From an optimization exercise on the open Yosys and OpenROAD flow, aimed at small area, a short achievable clock period and few clock cycles per item; shortcuts taken in it are not production practice.
Function was checked by simulation only, so behaviour that the tests miss may differ from the original.
Power is estimated from default activity; no workload was simulated.

## job 3963
Design adaptive_threshold_heart_rate, start of the top module:
module adaptive_threshold_heart_rate #(
	parameter int WINDOW_DEPTH = 100,
	parameter int RATE_DEPTH   = 4
) (
	input  logic                         clk,
	input  logic                         arst_n,
	input  logic                         in_valid,
	output logic                         in_ready,
	input  logic [atr_pkg::SMP_W-1:0]    ir_sample,
	input  logic [atr_pkg::TIME_W-1:0]   time_ms,
	input  logic                         beat_detected,
	output logic                         out_valid,
	input  logic                         out_ready,
	output logic [atr_pkg::SMP_W-1:0]    threshold,
	output logic                         above_threshold,
	output logic [atr_pkg::BPM_W-1:0]    instant_bpm,
	output logic [atr_pkg::MEAN_W-1:0]   average_bpm,
	output logic [1:0]                   notify
);
	localparam int WD = WINDOW_DEPTH;
	logic fadv_q, wen_q, badv_q;
	logic [17:0] s0;
	logic [31:0] t0;
	logic        b0, v0;
	logic [WD*18-1:0] win_q;
	logic [6:0]       fill_q;
	logic             full_q;
	logic [24:0]      sum_q;
  ...
clock: 10.0 ns
lec_check: 0
cap_margin: 20
core_margin: 2
core_utilization: 40
slew_margin: 20
standard.sh (not shown) runs the stock make flow with config.mk's settings and CLKGATE_MAP_FILE= SYNTH_SCRIPT=/design/flow/synth_recipe.tcl, a recipe that flattens the netlist after the stock synthesis.
==> flow/flow/run.sh <==
#!/bin/bash
# Standard ORFS layout, with the timing repair steps aiming at a 3.7 ns period instead of the
# 10 ns clock (setup margin 6.3 ns). The clock, constraints and every other step are the standard ones.
set -euo pipefail
bash standard.sh SETUP_SLACK_MARGIN=6.3 finish > make_finish.log 2>&1
Job 3963 | stages: all done | timing, DRC, antenna: all pass
Testbench counts of job 3963, summed over its fixed seeds: cycles 5,003, items 4,800.
What job 3599 does differently from job 3963 at the input level:
Settings: an added SETUP_SLACK_MARGIN of 5.
==> flow/run.sh (new file) <==
#!/bin/bash
# synth_recipe.tcl (not shown) runs the flow's synth.tcl, then flattens the netlist and writes it again
# the make line also repeats each setting of config.mk as NAME=value (left out here)
make -C /OpenROAD-flow-scripts/flow DESIGN_CONFIG=/design/flow/config.mk WORK_HOME=/design/flow/orfs CLKGATE_MAP_FILE= SYNTH_SCRIPT=/design/flow/synth_recipe.tcl finish
removed: flow/flow/run.sh
removed: flow/standard.sh
==> summary.txt <==
Utilization after layout: job 3599 < job 3963. Going from job 3963 to job 3599, endpoint required time on the critical path dropped 2590 ps, clock skew flat, worst IR drop on VDD now sits at about the same level, detailed-route vias per instance about even. As of job 3599, number of non-clock buffers in the layout had fallen by more than 10% compared to job 3963. Job 3963 has a higher layout-stage area growth over the synthesis result than job 3599. Job 3599 vs. job 3963: highest clock rate decreased about 20%, routed wire length now sits lower, largest fanout on the critical path went up 51.
Here is what was changed in the inputs of job 9308 compared with job 3599.
Settings: SETUP_SLACK_MARGIN no longer set, was 5.
Results
- Comparing job 9308 against job 3599, there is no change at all in clock buffer instance count of the final layout.
- Job 3599 -> job 9308: placement-stage cell area delta 0, exact match
- Diff job 9308..job 3599 | arithmetic-cell share of the synthesized area counting full adders, half adders and majority gates | unchanged
- In terms of buffer depth of the longest clock path, job 3599 and job 9308 differ only marginally.
- Job 9308 | status: complete | timing, DRC, antenna: pass
- Re utilization after layout: no difference whatsoever between job 3599 and job 9308.


Another version of the RTL of adaptive_threshold_heart_rate (not shown whole).
Size in the first run: about 4600 cells after synthesis, about 100 I/O pins, ~86000 um^2 of cells after synthesis.
==> flow/design.v (excerpt) <==
module adaptive_threshold_heart_rate #(
	parameter int WINDOW_DEPTH = 100,
	parameter int RATE_DEPTH   = 4
) (
	input  logic                         clk,
	input  logic                         arst_n,
	input  logic                         in_valid,
	output logic                         in_ready,
	input  logic [atr_pkg::SMP_W-1:0]    ir_sample,
	input  logic [atr_pkg::TIME_W-1:0]   time_ms,
	input  logic                         beat_detected,
	output logic                         out_valid,
	input  logic                         out_ready,
	output logic [atr_pkg::SMP_W-1:0]    threshold,
	output logic                         above_threshold,
	output logic [atr_pkg::BPM_W-1:0]    instant_bpm,
	output logic [atr_pkg::MEAN_W-1:0]   average_bpm,
	output logic [1:0]                   notify
);
export LEC_CHECK = 0
export CAP_MARGIN = 20
export CORE_MARGIN = 2
export CORE_UTILIZATION = 60
export CTS_CLUSTER_DIAMETER = 70
export CTS_CLUSTER_SIZE = 30
export PLACE_DENSITY = 0.7
export SETUP_SLACK_MARGIN = 5
export SLEW_MARGIN = 20
create_clock -name core_clock -period 10.0 [get_ports {clk}]
run.sh (not shown) runs the stock make flow with config.mk's settings and CLKGATE_MAP_FILE= SYNTH_SCRIPT=/design/flow/synth_recipe.tcl, a recipe that flattens the netlist after the stock synthesis.
Stock flow here: none of the scripts above is used.
The starting point finished with timing, DRC and antenna clean.
Testbench counts at the start, summed over its fixed seeds: cycles 4,953, items 4,800.
==> next run, changes <==
==> flow/flow/run.sh (new file) <==
#!/bin/bash
# Standard ORFS layout, with the timing repair steps aiming at a 3.7 ns period instead of the
# 10 ns clock (setup margin 6.3 ns). The clock, constraints and every other step are the standard ones.
set -euo pipefail
bash standard.sh SETUP_SLACK_MARGIN=6.3 finish > make_finish.log 2>&1
==> flow/standard.sh (new file) <==
#!/bin/bash
# synth_recipe.tcl (not shown) runs the flow's synth.tcl, then flattens the netlist and writes it again
# the make line also repeats each setting of config.mk as NAME=value (left out here)
make -C /OpenROAD-flow-scripts/flow DESIGN_CONFIG=/design/flow/config.mk WORK_HOME=/design/flow/orfs CLKGATE_MAP_FILE= SYNTH_SCRIPT=/design/flow/synth_recipe.tcl "${@:-finish}"
Settings changed: CORE_UTILIZATION 60 to 40, CTS_CLUSTER_DIAMETER 70 to not set, CTS_CLUSTER_SIZE 30 to not set, PLACE_DENSITY 0.7 to not set, SETUP_SLACK_MARGIN 5 to not set.
removed: flow/run.sh
Worst setup slack gets better by 0.94 ns.
Clock-buffer cell count came out higher by 151.
Hold slack degrades by 0.037 ns.
Total power rises by roughly a tenth.
==> next run, changes <==
Settings changed: CORE_UTILIZATION 40 to 60, CTS_CLUSTER_DIAMETER set to 70, CTS_CLUSTER_SIZE set to 30, PLACE_DENSITY set to 0.7.
The new run passed the timing, design-rule and antenna checks; worst setup slack got worse by 0.0060 ns; non-clock buffer count rises by 11; combinational power stays flat.


adaptive_threshold_heart_rate again, from the RTL that the note above started with.
## adaptive_threshold_heart_rate
module adaptive_threshold_heart_rate #(
	parameter int WINDOW_DEPTH = 100,
	parameter int RATE_DEPTH   = 4
) (
	input  logic                         clk,
	input  logic                         arst_n,
	input  logic                         in_valid,
	output logic                         in_ready,
	input  logic [atr_pkg::SMP_W-1:0]    ir_sample,
	input  logic [atr_pkg::TIME_W-1:0]   time_ms,
	input  logic                         beat_detected,
	output logic                         out_valid,
	input  logic                         out_ready,
	output logic [atr_pkg::SMP_W-1:0]    threshold,
	output logic                         above_threshold,
	output logic [atr_pkg::BPM_W-1:0]    instant_bpm,
	output logic [atr_pkg::MEAN_W-1:0]   average_bpm,
	output logic [1:0]                   notify
);
	localparam int WD = WINDOW_DEPTH;
	logic fadv_q, wen_q, badv_q;
	logic [17:0] s0;
	logic [18:0] d0;
	logic [19:0] m3s0;
	logic [31:0] t0;
	logic        b0, v0;
	logic [WD*18-1:0] win_q;
	logic [6:0]       fill_q;
	logic             full_q;
	logic [24:0]      sum_q;
	logic [31:0] t1;
	logic        b1, v1, a1;
	logic        above0;
	logic        v2, a2, bt2, n2;
	logic [15:0] sh2;
	logic [19:0] tt2;
	logic        v3, a3, bt3, n3;
	logic [15:0] aa3;
	logic [13:0] uu3;
	logic        v4, a4, bt4, n4;
	logic [15:0] bb4;
	logic [9:0]  vv4;
	logic        v5, a5, bt5, n5;
	logic [17:0] thr5;
	logic        v6, a6, bt6, n6;
	logic [17:0] thr6;
	logic [15:0] sh_w, aa_w, bb_w;
	logic [19:0] tt_w;
	logic [13:0] uu_w;
	logic [9:0]  vv_w;
	logic [17:0] thr_w;
	logic        kv, ka, kbt, kn;
	logic [17:0] kthr;
	logic        ov, o_above;
	logic [17:0] o_thr;
	logic [15:0] o_inst;
	logic [7:0]  o_mean;
  ...
clock: 10.0 ns
lec_check: 0
cap_margin: 20
core_margin: 2
core_utilization: 40
cts_cluster_size: 25
slew_margin: 20
standard.sh (not shown) runs the stock make flow with config.mk's settings and CLKGATE_MAP_FILE= SYNTH_SCRIPT=/design/flow/synth_recipe.tcl, a recipe that flattens the netlist after the stock synthesis.
==> flow/flow/run.sh <==
#!/bin/bash
# Standard ORFS layout, with the timing repair steps aiming at a 3.7 ns period instead of the
# 10 ns clock (setup margin 6.3 ns). The clock, constraints and every other step are the standard ones.
set -euo pipefail
bash standard.sh SETUP_SLACK_MARGIN=6.3 finish > make_finish.log 2>&1
Testbench counts at the start, summed over its fixed seeds: cycles 4,953, items 4,800.
Change:
CTS_CLUSTER_DIAMETER = 70   (was default)
CTS_CLUSTER_SIZE = 30   (was 25)
Core utilization came out lower by 1.6 points.
Total power came out lower by 8.9%.
Non-clock buffer count is unchanged.
Design area goes down by 3.4%.
Worst setup slack is worse by 0.028 ns.
Die area does not change.
Routed wire length came out lower by 2.1%.
Flip-flop and latch count does not change.
Change:
CTS_CLUSTER_DIAMETER = 60   (was 70)
CTS_CLUSTER_SIZE = 40   (was 30)
The new run went through all stages and came out clean.
Global-route usage increases by 0.13 points.
Wire length goes up by 0.73%.
Register-to-register slack gets better by 0.02 ns.
Clock skew is about the same.
Cell count came out higher by 0.73%.
Maximum frequency goes up by 1.2%.
Change:
CORE_UTILIZATION = 70   (was 40)
CTS_CLUSTER_DIAMETER = 70   (was 60)
CTS_CLUSTER_SIZE = 30   (was 40)
PLACE_DENSITY = 0.8   (was default)
What happened:
- area after synthesis stays the same
- maximum frequency falls by a few percent
- via count came out higher by a few percent
- design area came out lower by a few percent
- critical path depth does not change
- power goes down by a few percent
Change:
CORE_UTILIZATION = 50   (was 70)
PLACE_DENSITY = default   (was 0.8)
What happened: The new run produced a clean layout. Sequential share of layout area drops by 1.2 points. Via count went down by a few percent. Power came out higher slightly. Critical path depth rises by 1. Final area climbs slightly.

-- re-timing with driven ports --
How much do the figures lean on ideal ports? The routed layouts below were timed once more, with nothing changed but the port constraints. Step 1: set_driving_cell puts a clkbuf_16 on clk and a buf_2 on each other input, an assumption about the parent block. Step 2 also shifts input and output timing later by t, the mid clock arrival at the registers, as if the neighbouring blocks saw the same clock. Three values: no drivers, after step 1, after step 2; two values: the first two.
| run | shift t [ns] | setup slack, ns | worst setup path at the end |
|---|---|---|---|
| job 3963 | 0.914 | 6.184 / 6.184 / 5.721 | input to register |
| job 3599 | 0.912 | 5.275 / 5.187 / 5.468 | input to register |
| job 9308 | 0.912 | 5.275 / 5.187 / 5.468 | input to register |
| the first run of note 2 | 0.822 | 5.385 / 5.357 / 4.536 | input to register |
| the second run of note 2 | 0.910 | 6.327 / 6.289 / 5.378 | input to register |
| the third run of note 2 | 0.823 | 6.321 / 6.311 / 5.520 | input to register |
| the first run of note 3 | 0.910 | 6.327 / 6.289 / 5.378 | input to register |
| the second run of note 3 | 0.875 | 6.299 / 6.257 / 5.382 | input to register |
| the third run of note 3 | 0.886 | 6.344 / 6.298 / 5.424 | input to register |
| the fourth run of note 3 | 0.802 | 6.163 / 6.163 / 5.408 | input to register |
| the fifth run of note 3 | 0.833 | 6.049 / 6.049 / 5.561 | input to register |
After both steps every run listed still meets setup and hold.
